Source: an optimization exercise on an open RTL-to-GDS flow (aim: small area, a short achievable clock period and few clock cycles per item). Production flows keep margins and buffers that such runs may drop.

==> flow/design.v <==
package fft8_pkg;
  typedef logic signed [13-1:0] sample_t;
  typedef logic signed [16-1:0] result_t;
  typedef logic [3-1:0] index_t;
endpackage
`timescale 1ns/1ns
module sample_counter (
  input  logic              clk,
  input  logic              rst_n,
  input  logic              hold,
  output fft8_pkg::index_t  count,
  output fft8_pkg::index_t  count_d
);
  assign count_d = hold ? count : count + 1'b1;
  always_ff @(posedge clk or negedge rst_n) begin
    if (!rst_n) begin
      count <= '1;
    end else begin
      count <= count_d;
    end
  end
endmodule
`timescale 1ns/1ns
module frame_ctrl (
  input  logic             clk,
  input  logic             rst_n,
  input  logic             valid_in,
  input  fft8_pkg::index_t count,
  output logic             hold,
  output logic             ready,
  output logic             valid_out
);
  logic ready_q;
  logic act_q;     
  logic mid_q;     
  logic busy;
  logic accept;
  assign ready  = ready_q;
  assign accept = ready_q && valid_in;
  assign busy   = act_q || mid_q || valid_out;
  assign hold   = ready_q && !valid_in && !busy;
  always_ff @(posedge clk or negedge rst_n) begin
    if (!rst_n) begin
      ready_q   <= 1'b1;
      act_q     <= 1'b0;
      mid_q     <= 1'b0;
      valid_out <= 1'b0;
    end else begin
      ready_q <= (count == 3'd6) || hold;
      act_q   <= accept || (act_q && (count != 3'd7));
      if (count == 3'd4) begin
        mid_q     <= act_q;
        valid_out <= mid_q;
      end
    end
  end
endmodule
`timescale 1ns/1ns
module bk_add #(
  parameter int W = 16
) (
  input  logic [W-1:0] a,
  input  logic [W-1:0] b,
  input  logic         ci,
  output logic [W-1:0] s
);
  logic [W-1:0] g, p, gg, pp;
  always_comb begin
    g  = a & b;
    p  = a ^ b;
    gg = g;
    pp = p;
    gg[0] = g[0] | (p[0] & ci);
    for (int l = 0; (2 << l) <= W; l++) begin
      for (int i = (2 << l) - 1; i < W; i += (2 << l)) begin
        gg[i] = gg[i] | (pp[i] & gg[i - (1 << l)]);
        pp[i] = pp[i] & pp[i - (1 << l)];
      end
    end
    for (int l = 4; l >= 0; l--) begin
      for (int i = 3 * (1 << l) - 1; i < W; i += (2 << l)) begin
        gg[i] = gg[i] | (pp[i] & gg[i - (1 << l)]);
        pp[i] = pp[i] & pp[i - (1 << l)];
      end
    end
    s = p ^ {gg[W-2:0], ci};
  end
endmodule
module sdf_stage1 (
  input  logic                      clk,
  input  logic                      rst_n,
  input  logic                      hold,
  input  fft8_pkg::index_t          count_d,
  input  logic signed [13-1:0] in_re,
  input  logic signed [13-1:0] in_im,
  output logic signed [13:0]   out_re,
  output logic signed [13:0]   out_im
);
  localparam int W  = 13 + 1;
  localparam int W1 = W + 1;
  localparam int W2 = W + 2;
  localparam int W3 = W + 3;
  logic signed [13-1:0] b_re, b_im;
  logic signed [W-1:0]       dl_re [4];
  logic signed [W-1:0]       dl_im [4];
  logic signed [W-1:0]       a_re, a_im, bw_re, bw_im;
  logic [W-1:0]              sum_re, sum_im, dif_re, dif_im;
  logic [W-1:0]              e0, e1;
  logic                      bfly, bfly_n, swap, swap_n, odd, odd_n, odd_t;
  logic signed [W-1:0]       src_re, src_im;
  logic [W:0]                ax, ay, as;
  logic signed [W:0]         sa_q;
  logic signed [W+3:0]       f_d, f_q;
  logic [W+2:0]              m_d;
  logic signed [W-1:0]       t_q;
  always_ff @(posedge clk or negedge rst_n) begin
    if (!rst_n) begin
      {bfly, swap, odd}       <= 3'b111;
      {bfly_n, swap_n, odd_n} <= 3'b000;
      odd_t                   <= 1'b1;
    end else begin
      {bfly, swap, odd}       <= count_d;
      {bfly_n, swap_n, odd_n} <= ~count_d;
      odd_t                   <= hold || !odd_t;
    end
  end
  assign a_re  = dl_re[3];
  assign a_im  = dl_im[3];
  assign bw_re = W'(b_re);
  assign bw_im = W'(b_im);
  bk_add #(W) u_sum_re (.a(a_re), .b(bw_re), .ci(1'b0), .s(sum_re));
  bk_add #(W) u_sum_im (.a(a_im), .b(bw_im), .ci(1'b0), .s(sum_im));
  bk_add #(W) u_dif_re (.a(a_re), .b(~bw_re), .ci(swap_n), .s(dif_re));
  bk_add #(W) u_dif_im (.a(a_im), .b(~bw_im), .ci(1'b1), .s(dif_im));
  assign e0 = swap ? dif_im : dif_re;
  assign e1 = swap_n ? dif_im : ~dif_re;
  assign src_re = odd ? dl_re[1] : dl_re[0];
  assign src_im = odd ? dl_im[1] : dl_im[0];
  assign ax = odd_n ? W1'(src_re) : ~(W1'(src_re));
  assign ay = W1'(src_im);
  bk_add #(W+1) u_st (.a(ax), .b(ay), .ci(!odd_n), .s(as));
  assign f_d[1:0] = sa_q[1:0];
  bk_add #(W+2) u_x5 (.a(W2'(sa_q >>> 2)), .b(W2'(sa_q)), .ci(1'b0), .s(f_d[W+3:2]));
  bk_add #(W+3) u_x9 (.a(W3'(f_q >>> 3)), .b(W3'(f_q)), .ci(1'b0), .s(m_d));
  always_ff @(posedge clk) begin
    b_re     <= in_re;
    b_im     <= in_im;
    dl_re[0] <= bfly ? e0 : bw_re;
    dl_im[0] <= bfly ? e1 : bw_im;
    for (int i = 1; i < 4; i++) begin
      dl_re[i] <= dl_re[i-1];
      dl_im[i] <= dl_im[i-1];
    end
    sa_q <= as;
    f_q  <= f_d;
    t_q  <= m_d[W+2:3];
    if (!bfly_n) begin
      out_re <= sum_re;
      out_im <= sum_im;
    end else if (odd_t) begin
      out_re <= t_q;
      out_im <= m_d[W+2:3];
    end else begin
      out_re <= a_re;
      out_im <= a_im;
    end
  end
endmodule
module sdf_stage2 (
  input  logic                      clk,
  input  logic                      rst_n,
  input  logic                      hold,
  input  fft8_pkg::index_t          count_d,
  input  logic signed [13:0]   in_re,
  input  logic signed [13:0]   in_im,
  output logic signed [13+1:0] out_re,
  output logic signed [13+1:0] out_im
);
  localparam int W = 13 + 2;
  logic signed [W-1:0] dl_re [2];
  logic signed [W-1:0] dl_im [2];
  logic signed [W-1:0] a_re, a_im, b_re, b_im;
  logic [W-1:0]        sum_re, sum_im, dif_re, dif_im;
  logic                bfly, bfly_n, swap, swap_n;
  always_ff @(posedge clk or negedge rst_n) begin
    if (!rst_n) begin
      bfly   <= 1'b1;
      bfly_n <= 1'b0;
      swap   <= 1'b0;
      swap_n <= 1'b1;
    end else begin
      bfly   <= (count_d[1] == count_d[0]);
      bfly_n <= (count_d[1] != count_d[0]);
      swap   <= (count_d[1:0] == 2'd0);
      swap_n <= (count_d[1:0] != 2'd0);
    end
  end
  assign a_re = dl_re[1];
  assign a_im = dl_im[1];
  assign b_re = W'(in_re);
  assign b_im = W'(in_im);
  bk_add #(W) u_sum_re (.a(a_re), .b(b_re), .ci(1'b0), .s(sum_re));
  bk_add #(W) u_sum_im (.a(a_im), .b(b_im), .ci(1'b0), .s(sum_im));
  bk_add #(W) u_dif_re (.a(a_re), .b(~b_re), .ci(swap_n), .s(dif_re));
  bk_add #(W) u_dif_im (.a(a_im), .b(~b_im), .ci(1'b1), .s(dif_im));
  always_ff @(posedge clk) begin
    if (bfly) begin
      dl_re[0] <= swap ? dif_im : dif_re;
      dl_im[0] <= swap_n ? dif_im : ~dif_re;
    end else begin
      dl_re[0] <= b_re;
      dl_im[0] <= b_im;
    end
    if (bfly_n) begin
      out_re   <= a_re;
      out_im   <= a_im;
    end else begin
      out_re   <= sum_re;
      out_im   <= sum_im;
    end
    dl_re[1] <= dl_re[0];
    dl_im[1] <= dl_im[0];
  end
endmodule
module sdf_stage3 (
  input  logic                      clk,
  input  logic                      rst_n,
  input  logic                      hold,
  input  fft8_pkg::index_t          count_d,
  input  logic signed [13+1:0] in_re,
  input  logic signed [13+1:0] in_im,
  output fft8_pkg::result_t         out_re,
  output fft8_pkg::result_t         out_im
);
  localparam int W = 16;
  logic signed [W-1:0] dl_re, dl_im;
  logic signed [W-1:0] b_re, b_im;
  logic [W-1:0]        sum_re, sum_im, dif_re, dif_im;
  logic                bfly, bfly_n;
  always_ff @(posedge clk or negedge rst_n) begin
    if (!rst_n) begin
      bfly   <= 1'b1;
      bfly_n <= 1'b0;
    end else begin
      bfly   <= hold || !bfly;
      bfly_n <= !hold && !bfly_n;
    end
  end
  assign b_re = W'(in_re);
  assign b_im = W'(in_im);
  bk_add #(W) u_sum_re (.a(dl_re), .b(b_re), .ci(1'b0), .s(sum_re));
  bk_add #(W) u_sum_im (.a(dl_im), .b(b_im), .ci(1'b0), .s(sum_im));
  bk_add #(W) u_dif_re (.a(dl_re), .b(~b_re), .ci(1'b1), .s(dif_re));
  bk_add #(W) u_dif_im (.a(dl_im), .b(~b_im), .ci(1'b1), .s(dif_im));
  assign out_re = bfly ? sum_re : dl_re;
  assign out_im = bfly ? sum_im : dl_im;
  always_ff @(posedge clk) begin
    dl_re <= bfly_n ? b_re : dif_re;
    dl_im <= bfly_n ? b_im : dif_im;
  end
endmodule
`timescale 1ns/1ns
module reorder_buffer (
  input  logic              clk,
  input  logic              rst_n,
  input  fft8_pkg::index_t  count_d,
  input  fft8_pkg::result_t wr_re,
  input  fft8_pkg::result_t wr_im,
  output fft8_pkg::result_t rd_re,
  output fft8_pkg::result_t rd_im
);
  fft8_pkg::result_t line_re [3];
  fft8_pkg::result_t line_im [3];
  logic              direct, direct_n;
  always_ff @(posedge clk or negedge rst_n) begin
    if (!rst_n) begin
      direct   <= 1'b1;
      direct_n <= 1'b0;
    end else begin
      direct   <= count_d[2] && count_d[0];
      direct_n <= !(count_d[2] && count_d[0]);
    end
  end
  always_ff @(posedge clk) begin
    line_re[0] <= direct ? line_re[2] : wr_re;
    line_im[0] <= direct ? line_im[2] : wr_im;
    line_re[1] <= line_re[0];
    line_im[1] <= line_im[0];
    line_re[2] <= line_re[1];
    line_im[2] <= line_im[1];
    rd_re      <= direct_n ? line_re[2] : wr_re;
    rd_im      <= direct_n ? line_im[2] : wr_im;
  end
endmodule
`timescale 1ns/1ns
module fft8_top (
  input  logic              clk,
  input  logic              rst_n,
  input  logic              valid_in,
  input  fft8_pkg::sample_t data_in_re,
  input  fft8_pkg::sample_t data_in_im,
  output logic              ready,
  output logic              valid_out,
  output fft8_pkg::result_t data_out_re,
  output fft8_pkg::result_t data_out_im
);
  fft8_pkg::index_t          count;
  fft8_pkg::index_t          count_d;
  logic                      hold;
  logic signed [13:0]   s1_re, s1_im;
  logic signed [13+1:0] s2_re, s2_im;
  fft8_pkg::result_t         s3_re, s3_im;
  sample_counter u_counter (
    .clk   (clk),
    .rst_n (rst_n),
    .hold  (hold),
    .count   (count),
    .count_d (count_d)
  );
  frame_ctrl u_ctrl (
    .clk       (clk),
    .rst_n     (rst_n),
    .valid_in  (valid_in),
    .count     (count),
    .hold      (hold),
    .ready     (ready),
    .valid_out (valid_out)
  );
  sdf_stage1 u_stage1 (
    .clk    (clk),
    .rst_n  (rst_n),
    .hold   (hold),
    .count_d(count_d),
    .in_re  (data_in_re),
    .in_im  (data_in_im),
    .out_re (s1_re),
    .out_im (s1_im)
  );
  sdf_stage2 u_stage2 (
    .clk    (clk),
    .rst_n  (rst_n),
    .hold   (hold),
    .count_d(count_d),
    .in_re  (s1_re),
    .in_im  (s1_im),
    .out_re (s2_re),
    .out_im (s2_im)
  );
  sdf_stage3 u_stage3 (
    .clk    (clk),
    .rst_n  (rst_n),
    .hold   (hold),
    .count_d(count_d),
    .in_re  (s2_re),
    .in_im  (s2_im),
    .out_re (s3_re),
    .out_im (s3_im)
  );
  reorder_buffer u_reorder (
    .clk    (clk),
    .rst_n  (rst_n),
    .count_d(count_d),
    .wr_re (s3_re),
    .wr_im (s3_im),
    .rd_re (data_out_re),
    .rd_im (data_out_im)
  );
endmodule
Settings: LEC_CHECK=0, CAP_MARGIN=20, CORE_MARGIN=2, CORE_UTILIZATION=65, SETUP_SLACK_MARGIN=5.0, SLEW_MARGIN=20; clock period 8.0 ns.
run.sh (not shown) runs the stock make flow with config.mk's settings and CLKGATE_MAP_FILE= SYNTH_SCRIPT=/design/flow/synth_recipe.tcl, a recipe that flattens the netlist after the stock synthesis.
The starting point finished clean.
==> next run, changes <==
--- a/flow/design.v
+++ b/flow/design.v
@@ -105,24 +105,24 @@
   logic signed [W-1:0]       dl_im [4];
   logic signed [W-1:0]       a_re, a_im, bw_re, bw_im;
   logic [W-1:0]              sum_re, sum_im, dif_re, dif_im;
   logic [W-1:0]              e0, e1;
-  logic                      bfly, bfly_n, swap, swap_n, odd, odd_n, odd_t;
+  logic                      bfly, bfly_n, swap, swap_n, odd, odd_n, odd_t, inj;
   logic signed [W-1:0]       src_re, src_im;
   logic [W:0]                ax, ay, as;
   logic signed [W:0]         sa_q;
   logic signed [W+3:0]       f_d, f_q;
   logic [W+2:0]              m_d;
-  logic signed [W-1:0]       t_q;
+  always_ff @(posedge clk) begin
+    {bfly, swap, odd}       <= count_d;
+    {bfly_n, swap_n, odd_n} <= ~count_d;
+    inj                     <= !count_d[2] && !count_d[0];
+  end
   always_ff @(posedge clk or negedge rst_n) begin
     if (!rst_n) begin
-      {bfly, swap, odd}       <= 3'b111;
-      {bfly_n, swap_n, odd_n} <= 3'b000;
-      odd_t                   <= 1'b1;
+      odd_t <= 1'b1;
     end else begin
-      {bfly, swap, odd}       <= count_d;
-      {bfly_n, swap_n, odd_n} <= ~count_d;
-      odd_t                   <= hold || !odd_t;
+      odd_t <= hold || !odd_t;
     end
   end
   assign a_re  = dl_re[3];
   assign a_im  = dl_im[3];
@@ -146,30 +146,28 @@
     b_re     <= in_re;
     b_im     <= in_im;
     dl_re[0] <= bfly ? e0 : bw_re;
     dl_im[0] <= bfly ? e1 : bw_im;
-    for (int i = 1; i < 4; i++) begin
+    for (int i = 1; i < 3; i++) begin
       dl_re[i] <= dl_re[i-1];
       dl_im[i] <= dl_im[i-1];
     end
+    dl_re[3] <= inj ? m_d[W+2:3] : dl_re[2];
+    dl_im[3] <= dl_im[2];
     sa_q <= as;
     f_q  <= f_d;
-    t_q  <= m_d[W+2:3];
+    out_re <= bfly_n ? a_re : sum_re;
     if (!bfly_n) begin
-      out_re <= sum_re;
       out_im <= sum_im;
     end else if (odd_t) begin
-      out_re <= t_q;
       out_im <= m_d[W+2:3];
     end else begin
-      out_re <= a_re;
       out_im <= a_im;
     end
   end
 endmodule
 module sdf_stage2 (
   input  logic                      clk,
-  input  logic                      rst_n,
   input  logic                      hold,
   input  fft8_pkg::index_t          count_d,
   input  logic signed [13:0]   in_re,
   input  logic signed [13:0]   in_im,
@@ -181,20 +179,13 @@
   logic signed [W-1:0] dl_im [2];
   logic signed [W-1:0] a_re, a_im, b_re, b_im;
   logic [W-1:0]        sum_re, sum_im, dif_re, dif_im;
   logic                bfly, bfly_n, swap, swap_n;
-  always_ff @(posedge clk or negedge rst_n) begin
-    if (!rst_n) begin
-      bfly   <= 1'b1;
-      bfly_n <= 1'b0;
-      swap   <= 1'b0;
-      swap_n <= 1'b1;
-    end else begin
-      bfly   <= (count_d[1] == count_d[0]);
-      bfly_n <= (count_d[1] != count_d[0]);
-      swap   <= (count_d[1:0] == 2'd0);
-      swap_n <= (count_d[1:0] != 2'd0);
-    end
+  always_ff @(posedge clk) begin
+    bfly   <= (count_d[1] == count_d[0]);
+    bfly_n <= (count_d[1] != count_d[0]);
+    swap   <= (count_d[1:0] == 2'd0);
+    swap_n <= (count_d[1:0] != 2'd0);
   end
   assign a_re = dl_re[1];
   assign a_im = dl_im[1];
   assign b_re = W'(in_re);
@@ -261,9 +252,8 @@
 endmodule
 `timescale 1ns/1ns
 module reorder_buffer (
   input  logic              clk,
-  input  logic              rst_n,
   input  fft8_pkg::index_t  count_d,
   input  fft8_pkg::result_t wr_re,
   input  fft8_pkg::result_t wr_im,
   output fft8_pkg::result_t rd_re,
@@ -271,16 +261,11 @@
 );
   fft8_pkg::result_t line_re [3];
   fft8_pkg::result_t line_im [3];
   logic              direct, direct_n;
-  always_ff @(posedge clk or negedge rst_n) begin
-    if (!rst_n) begin
-      direct   <= 1'b1;
-      direct_n <= 1'b0;
-    end else begin
-      direct   <= count_d[2] && count_d[0];
-      direct_n <= !(count_d[2] && count_d[0]);
-    end
+  always_ff @(posedge clk) begin
+    direct   <= count_d[2] && count_d[0];
+    direct_n <= !(count_d[2] && count_d[0]);
   end
   always_ff @(posedge clk) begin
     line_re[0] <= direct ? line_re[2] : wr_re;
     line_im[0] <= direct ? line_im[2] : wr_im;
@@ -337,9 +322,8 @@
     .out_im (s1_im)
   );
   sdf_stage2 u_stage2 (
     .clk    (clk),
-    .rst_n  (rst_n),
     .hold   (hold),
     .count_d(count_d),
     .in_re  (s1_re),
     .in_im  (s1_im),
@@ -357,9 +341,8 @@
     .out_im (s3_im)
   );
   reorder_buffer u_reorder (
     .clk    (clk),
-    .rst_n  (rst_n),
     .count_d(count_d),
     .wr_re (s3_re),
     .wr_im (s3_im),
     .rd_re (data_out_re),
What happened: Global-route usage went up by 1.3 points. Utilization went up by 1.1 points. Synthesized area went down by about 0.7%. Synthesized cell count went down by about 1.1%. Register-to-register slack is worse by 0.17 ns. Wire length went up by 5.0%. Die area went down by 0.66%. Design area went down by about 0.6%. Clock skew went down by 0.0053 ns. First-iteration DRC count went down by about 24%.
No run of this note included a check of the RTL's function; only the layout flow was run.

[what the ideal ports hide]
The flow's constraints put no driver on any port. The routed layouts listed below were extracted and timed again, unchanged, in two steps.
Step 1 sets driving cells, clkbuf_16 on the clock port and buf_2 on the other inputs (assumed; they add their load-dependent delay and slew).
Step 2 adds t to the input delays and takes it off the output delays; t is the mean of the earliest and latest rising clock arrival at the registers after step 1. Input paths then give back, and output paths get back, about the clock's delay inside the block.
Slacks: no drivers / after step 1 / after step 2; pairs: no drivers / after step 1.
| run | shift t [ns] | setup WS [ns] | hold slack, ns | clock arrival spread, ns | worst slew at a driven data input, ns |
|---|---|---|---|---|---|
| the first run | 0.635 | 4.647 / 4.647 / 4.494 | 0.320 / 0.320 / 0.320 | 0.025 / 0.024 | 0.04 |
| the second run | 0.613 | 4.479 / 4.479 / 4.479 | 0.319 / 0.319 / 0.319 | 0.019 / 0.018 | 0.06 |
After both steps every run listed still meets setup and hold. For the first run, which loses most, drivers alone change the setup slack by 0.000 ns; drivers and shift together by -0.153 ns.
